Context: an optimization exercise on an open-source flow, tuned for small area, a short achievable clock period and few clock cycles per item. The choices shown serve that exercise and are no tape-out recipe.

red:
==> flow/design.v <==
package itbt_pkg;
   localparam int VALUE_WIDTH = 32;
   localparam int MAX_TRITS   = 21;
   localparam int QW = 34;
   localparam logic [QW-1:0] POW21 = 34'd10460353203;
   localparam logic signed [VALUE_WIDTH-1:0] HI = 32'sd1743392201;
   localparam logic signed [QW-1:0] B_POS_Z =  34'sd581130734;
   localparam logic signed [QW-1:0] B_NEG_Z = -34'sd581130734;
   localparam logic signed [QW-1:0] B_POS_P =  34'sd4067915135;
   localparam logic signed [QW-1:0] B_NEG_P =  34'sd2905653667;
   localparam logic signed [QW-1:0] B_POS_N = -34'sd2905653667;
   localparam logic signed [QW-1:0] B_NEG_N = -34'sd4067915135;
endpackage
import itbt_pkg::*;
module int_to_balanced_ternary_core (
   input  logic                                    clock,
   input  logic                                    reset,
   input  logic                                    start,
   output logic                                    busy,
   input  logic signed [itbt_pkg::VALUE_WIDTH-1:0] req_value,
   output logic                                    rsp_strobe,
   output logic signed [1:0]                       rsp_trit,
   output logic                                    rsp_last_trit
);
   logic signed [QW-1:0] q_ff;
   logic                 pos_ff;       
   logic                 neg_ff;       
   logic                 nz_ff;        
   logic [4:0]           j_ff;         
   logic                 busy_ff;      
   logic                 tail_ff;      
   logic                 tail_neg_ff;  
   logic                 tail_nz_ff;   
   logic                 tail_last_ff; 
   logic                 strobe_ff;    
   logic                 started_ff;   
   logic [QW-1:0]        q_next;
   logic [QW-1:0]        t_pos;
   logic [QW-1:0]        t_neg;
   logic                 pos_next;
   logic                 neg_next;
   logic                 in_pos;
   logic                 in_neg;
   logic                 load;
   logic [4:0]           j_next;
   logic                 tail_next;
   function automatic logic ge_var(input logic [QW-1:0] a, input logic [QW-1:0] b);
      logic [63:0] gt;
      logic [63:0] eq;
      for (int i = 0; i < 64; i++) begin
         gt[i] = 1'b0;
         eq[i] = 1'b1;
      end
      for (int i = 0; i < QW - 1; i++) begin
         gt[i] = a[i] & ~b[i];
         eq[i] = a[i] | ~b[i];
      end
      gt[QW-1] = ~a[QW-1] & b[QW-1];
      eq[QW-1] = ~a[QW-1] | b[QW-1];
      for (int l = 0; l < 6; l++)
         for (int i = 0; i < 32; i++)
            if (i < (32 >> l)) begin
               gt[i] = gt[2*i+1] | (eq[2*i+1] & gt[2*i]);
               eq[i] = eq[2*i+1] & eq[2*i];
            end
      ge_var = gt[0] | eq[0];
   endfunction
   function automatic logic ge_chain(input logic [QW-1:0] a, input logic [QW-1:0] b);
      logic r;
      r = 1'b1;
      for (int i = 0; i < QW - 1; i++)
         r = (a[i] & ~b[i]) | ((a[i] | ~b[i]) & r);
      ge_chain = (~a[QW-1] & b[QW-1]) | ((~a[QW-1] | b[QW-1]) & r);
   endfunction
   always_comb begin
      logic [QW-1:0] x;
      logic [QW-1:0] s;
      logic [QW-1:0] c;
      logic [QW-1:0] b;
      logic [QW-1:0] p;
      logic [QW-1:0] gg;
      logic [QW-1:0] pp;
      logic [QW-1:0] kp;
      logic [QW-1:0] kn;
      kp = -POW21;
      kn = POW21;
      for (int i = 0; i < QW; i++)
         x[i] = (kp[i] & kn[i]) ? nz_ff : (kp[i] ? pos_ff : (kn[i] ? neg_ff : 1'b0));
      for (int i = 0; i < QW; i++) begin
         s[i] = q_ff[i] ^ (i > 0 ? q_ff[i-1] : 1'b0) ^ x[i];
         c[i] = (i > 0) ? ((q_ff[i] & q_ff[i-1]) | (q_ff[i] & x[i]) | (q_ff[i-1] & x[i])) : (q_ff[i] & x[i]);
      end
      b  = {c[QW-2:0], 1'b0};
      p  = s ^ b;
      gg = s & b;
      pp = p;
      for (int l = 0; (1 << l) < QW; l++)
         for (int i = 0; i < QW; i++)
            if (((i >> l) & 1) == 1) begin
               gg[i] = gg[i] | (pp[i] & gg[((i >> l) << l) - 1]);
               pp[i] = pp[i] & pp[((i >> l) << l) - 1];
            end
      for (int i = 0; i < QW; i++)
         q_next[i] = p[i] ^ (i > 0 ? gg[i-1] : 1'b0);
   end
   always_comb begin
      logic [QW-1:0] pp_;
      logic [QW-1:0] pn_;
      logic [QW-1:0] pz_;
      logic [QW-1:0] np_;
      logic [QW-1:0] nn_;
      logic [QW-1:0] nz_;
      pp_ = B_POS_P;
      pn_ = B_POS_N;
      pz_ = B_POS_Z;
      np_ = B_NEG_P + 1'b1;
      nn_ = B_NEG_N + 1'b1;
      nz_ = B_NEG_Z + 1'b1;
      for (int i = 0; i < QW; i++) begin
         t_pos[i] = (pp_[i] & pos_ff) | (pn_[i] & neg_ff) | (pz_[i] & ~nz_ff);
         t_neg[i] = (np_[i] & pos_ff) | (nn_[i] & neg_ff) | (nz_[i] & ~nz_ff);
      end
   end
   assign pos_next = ge_chain(q_ff, t_pos);
   assign neg_next = ~ge_chain(q_ff, t_neg);
   assign in_pos = ge_var({{(QW-VALUE_WIDTH){req_value[VALUE_WIDTH-1]}}, req_value}, {{(QW-VALUE_WIDTH){HI[VALUE_WIDTH-1]}}, HI});
   assign in_neg = ge_var(-{{(QW-VALUE_WIDTH){HI[VALUE_WIDTH-1]}}, HI}, {{(QW-VALUE_WIDTH){req_value[VALUE_WIDTH-1]}}, req_value});
   assign load = start & ~busy_ff;
   always_comb begin
      if (load)
         j_next = 5'd20;
      else if (j_ff == 5'd0)
         j_next = 5'd0;
      else
         j_next = j_ff - 5'd1;
   end
   assign tail_next = tail_ff ? strobe_ff : (load & (j_ff == 5'd1));
   always_ff @(posedge clock) begin
      if (reset) begin
         j_ff      <= 5'd0;
         busy_ff   <= 1'b0;
         strobe_ff <= 1'b0;
         tail_ff   <= 1'b0;
      end else begin
         j_ff      <= j_next;
         busy_ff   <= (j_next != 5'd0) & ((j_next != 5'd1) | tail_next);
         tail_ff   <= tail_next;
         if (load)
            strobe_ff <= in_pos | in_neg;
         else if (j_ff == 5'd1)
            strobe_ff <= 1'b1;
         else if (j_ff == 5'd0)
            strobe_ff <= 1'b0;
         else
            strobe_ff <= started_ff | nz_ff | pos_next | neg_next;
      end
   end
   always_ff @(posedge clock) begin
      if (tail_ff) begin
         tail_neg_ff  <= neg_ff;
         tail_nz_ff   <= nz_ff;
         tail_last_ff <= (j_ff == 5'd0);
      end else begin
         tail_neg_ff  <= neg_next;
         tail_nz_ff   <= pos_next | neg_next;
         tail_last_ff <= 1'b1;
      end
   end
   always_ff @(posedge clock) begin
      if (load) begin
         q_ff       <= {{(QW-VALUE_WIDTH){req_value[VALUE_WIDTH-1]}}, req_value};
         pos_ff     <= in_pos;
         neg_ff     <= in_neg;
         nz_ff      <= in_pos | in_neg;
         started_ff <= 1'b0;
      end else begin
         q_ff       <= q_next;
         pos_ff     <= pos_next;
         neg_ff     <= neg_next;
         nz_ff      <= pos_next | neg_next;
         started_ff <= started_ff | nz_ff;
      end
   end
   assign busy          = busy_ff;
   assign rsp_strobe    = tail_ff | strobe_ff;
   assign rsp_trit      = tail_ff ? {tail_neg_ff, tail_nz_ff} : {neg_ff, nz_ff};
   assign rsp_last_trit = tail_ff ? tail_last_ff : (j_ff == 5'd0);
endmodule
==> flow/config.mk <==
export PLATFORM = sky130hd
export DESIGN_NAME = int_to_balanced_ternary_core
export DESIGN_NICKNAME = int_to_balanced_ternary_core
export VERILOG_FILES = /design/flow/design.v
export SDC_FILE = /design/flow/constraint.sdc
export NUM_CORES = 4
export LEC_CHECK = 0
export ABC_AREA = 1
export CAP_MARGIN = 20
export CORE_MARGIN = 2
export CORE_UTILIZATION = 40
export SETUP_SLACK_MARGIN = 5
export SLEW_MARGIN = 20
==> flow/constraint.sdc <==
create_clock -name core_clock -period 8.5 [get_ports {clock}]
set_input_delay 1.7000 -clock core_clock [delete_from_list [all_inputs] [get_ports {clock}]]
set_output_delay 1.7000 -clock core_clock [all_outputs]
set_load 0.01 [all_outputs]
standard.sh (not shown) runs the stock make flow with config.mk's settings and CLKGATE_MAP_FILE= SYNTH_SCRIPT=/design/flow/synth_recipe.tcl, a recipe that flattens the netlist after the stock synthesis.
==> flow/flow/run.sh <==
#!/bin/bash
# Standard layout, with four changes: adders are left to ABC instead of being mapped to
# full/half adder cells, ABC's area script maps with plain "map" (flow/abc_area.script),
# the port buffers are the smallest buffer, and the clock tree uses small clock buffers
# without dummy loads.
set -euo pipefail
rm -rf scripts
cp -r "$FLOW_HOME/scripts" scripts
cp flow/abc_area.script scripts/abc_area.script
bash standard.sh ADDER_MAP_FILE= SCRIPTS_DIR="$PWD/scripts" \
   "BUFFER_PORTS_ARGS=-buffer_cell sky130_fd_sc_hd__buf_1" \
   "CTS_ARGS=-sink_clustering_enable -repair_clock_nets -dont_use_dummy_load -buf_list {sky130_fd_sc_hd__clkbuf_2 sky130_fd_sc_hd__clkbuf_4 sky130_fd_sc_hd__clkbuf_8} -root_buf sky130_fd_sc_hd__clkbuf_8" \
   SETUP_SLACK_MARGIN=5.25 finish > standard_flow.log 2>&1
==> flow/flow/abc_area.script <==
strash
dch
map
topo
stime -c
buffer -c
upsize -c
dnsize -c
red | stages: all done | timing, DRC, antenna: all pass
For blue, these inputs were changed with respect to red:
diff --git a/flow/design.v b/flow/design.v
--- a/flow/design.v
+++ b/flow/design.v
@@ -33,8 +33,9 @@
    logic                 tail_nz_ff;   
    logic                 tail_last_ff; 
    logic                 strobe_ff;    
    logic                 started_ff;   
+   logic                 first_ff;     
    logic [QW-1:0]        q_next;
    logic [QW-1:0]        t_pos;
    logic [QW-1:0]        t_neg;
    logic                 pos_next;
@@ -43,8 +44,9 @@
    logic                 in_neg;
    logic                 load;
    logic [4:0]           j_next;
    logic                 tail_next;
+   logic                 shown;
    function automatic logic ge_var(input logic [QW-1:0] a, input logic [QW-1:0] b);
       logic [63:0] gt;
       logic [63:0] eq;
       for (int i = 0; i < 64; i++) begin
@@ -125,29 +127,32 @@
    assign neg_next = ~ge_chain(q_ff, t_neg);
    assign in_pos = ge_var({{(QW-VALUE_WIDTH){req_value[VALUE_WIDTH-1]}}, req_value}, {{(QW-VALUE_WIDTH){HI[VALUE_WIDTH-1]}}, HI});
    assign in_neg = ge_var(-{{(QW-VALUE_WIDTH){HI[VALUE_WIDTH-1]}}, HI}, {{(QW-VALUE_WIDTH){req_value[VALUE_WIDTH-1]}}, req_value});
    assign load = start & ~busy_ff;
+   assign shown = strobe_ff | (first_ff & nz_ff);
    always_comb begin
       if (load)
          j_next = 5'd20;
       else if (j_ff == 5'd0)
          j_next = 5'd0;
       else
          j_next = j_ff - 5'd1;
    end
-   assign tail_next = tail_ff ? strobe_ff : (load & (j_ff == 5'd1));
+   assign tail_next = tail_ff ? shown : (load & (j_ff == 5'd1));
    always_ff @(posedge clock) begin
       if (reset) begin
          j_ff      <= 5'd0;
          busy_ff   <= 1'b0;
          strobe_ff <= 1'b0;
          tail_ff   <= 1'b0;
+         first_ff  <= 1'b0;
       end else begin
+         first_ff  <= load;
          j_ff      <= j_next;
          busy_ff   <= (j_next != 5'd0) & ((j_next != 5'd1) | tail_next);
          tail_ff   <= tail_next;
          if (load)
-            strobe_ff <= in_pos | in_neg;
+            strobe_ff <= 1'b0;
          else if (j_ff == 5'd1)
             strobe_ff <= 1'b1;
          else if (j_ff == 5'd0)
             strobe_ff <= 1'b0;
@@ -181,8 +186,8 @@
          started_ff <= started_ff | nz_ff;
       end
    end
    assign busy          = busy_ff;
-   assign rsp_strobe    = tail_ff | strobe_ff;
+   assign rsp_strobe    = tail_ff | shown;
    assign rsp_trit      = tail_ff ? {tail_neg_ff, tail_nz_ff} : {neg_ff, nz_ff};
    assign rsp_last_trit = tail_ff ? tail_last_ff : (j_ff == 5'd0);
 endmodule
Results
Across red and blue, none had a timing, DRC or antenna violation.
Sequential cell count, red and blue: smaller value in red
Compared with red, in blue maximum clock rate decreased by 0.016 GHz relative to the old numbers; full die area increased by about 2.8% relative to the old numbers; placer's final routability congestion estimate increased by 5.6% relative to the old numbers; total number of cells along the worst setup path decreased by 3 relative to the old numbers.
NOTE: flip-flop and latch count after synthesis in blue exceeds that of red
In the tables for red and blue, number of signal-net inverters in the final layout reads higher with blue.
Re initial antenna violation count: no difference whatsoever between red and blue.
NOTE number of vias in the routed layout red->blue increased by a little under 10%
blue against red; wire length is up by a little under 10%.
Looking at share of the synthesized netlist area taken by xor and xnor gates across red and blue, the one that comes out higher is red.
req_value[2] as the worst setup path startpoint was reported by blue, and req_value[0] by red.
blue: final non-filler cell area is 120 µm² higher than what red reported.
Function was not checked in any run of this note: the RTL went through the layout flow alone.

static timing again, ports no longer ideal:
The results above use ideal ports. As a check the final layouts listed here were re-extracted and re-timed, cells and wires unchanged. Step 1 sets driving cells, clkbuf_16 on the clock port and buf_2 on the other inputs (assumed; they add their load-dependent delay and slew). Step 2, shift: input delay + t, output delay - t, t = (earliest + latest rising clock arrival at the registers) / 2. This alone moves slack from input paths to output paths. Three values: no drivers, after step 1, after step 2; two values: the first two.
| run | t (ns) | slack for setup (ns) | hold slack, ns | worst setup path at the end |
|---|---|---|---|---|
| red | 0.357 | 5.320 / 5.305 / 4.957 | 0.488 / 0.488 / 0.488 | input to register |
| blue | 0.358 | 5.153 / 5.158 / 4.800 | 0.484 / 0.484 / 0.484 | input to register |
After both steps setup and hold are still met in every run listed. The setup slack of red, which loses most, moves by -0.015 ns with the drivers and by -0.363 ns with both steps.
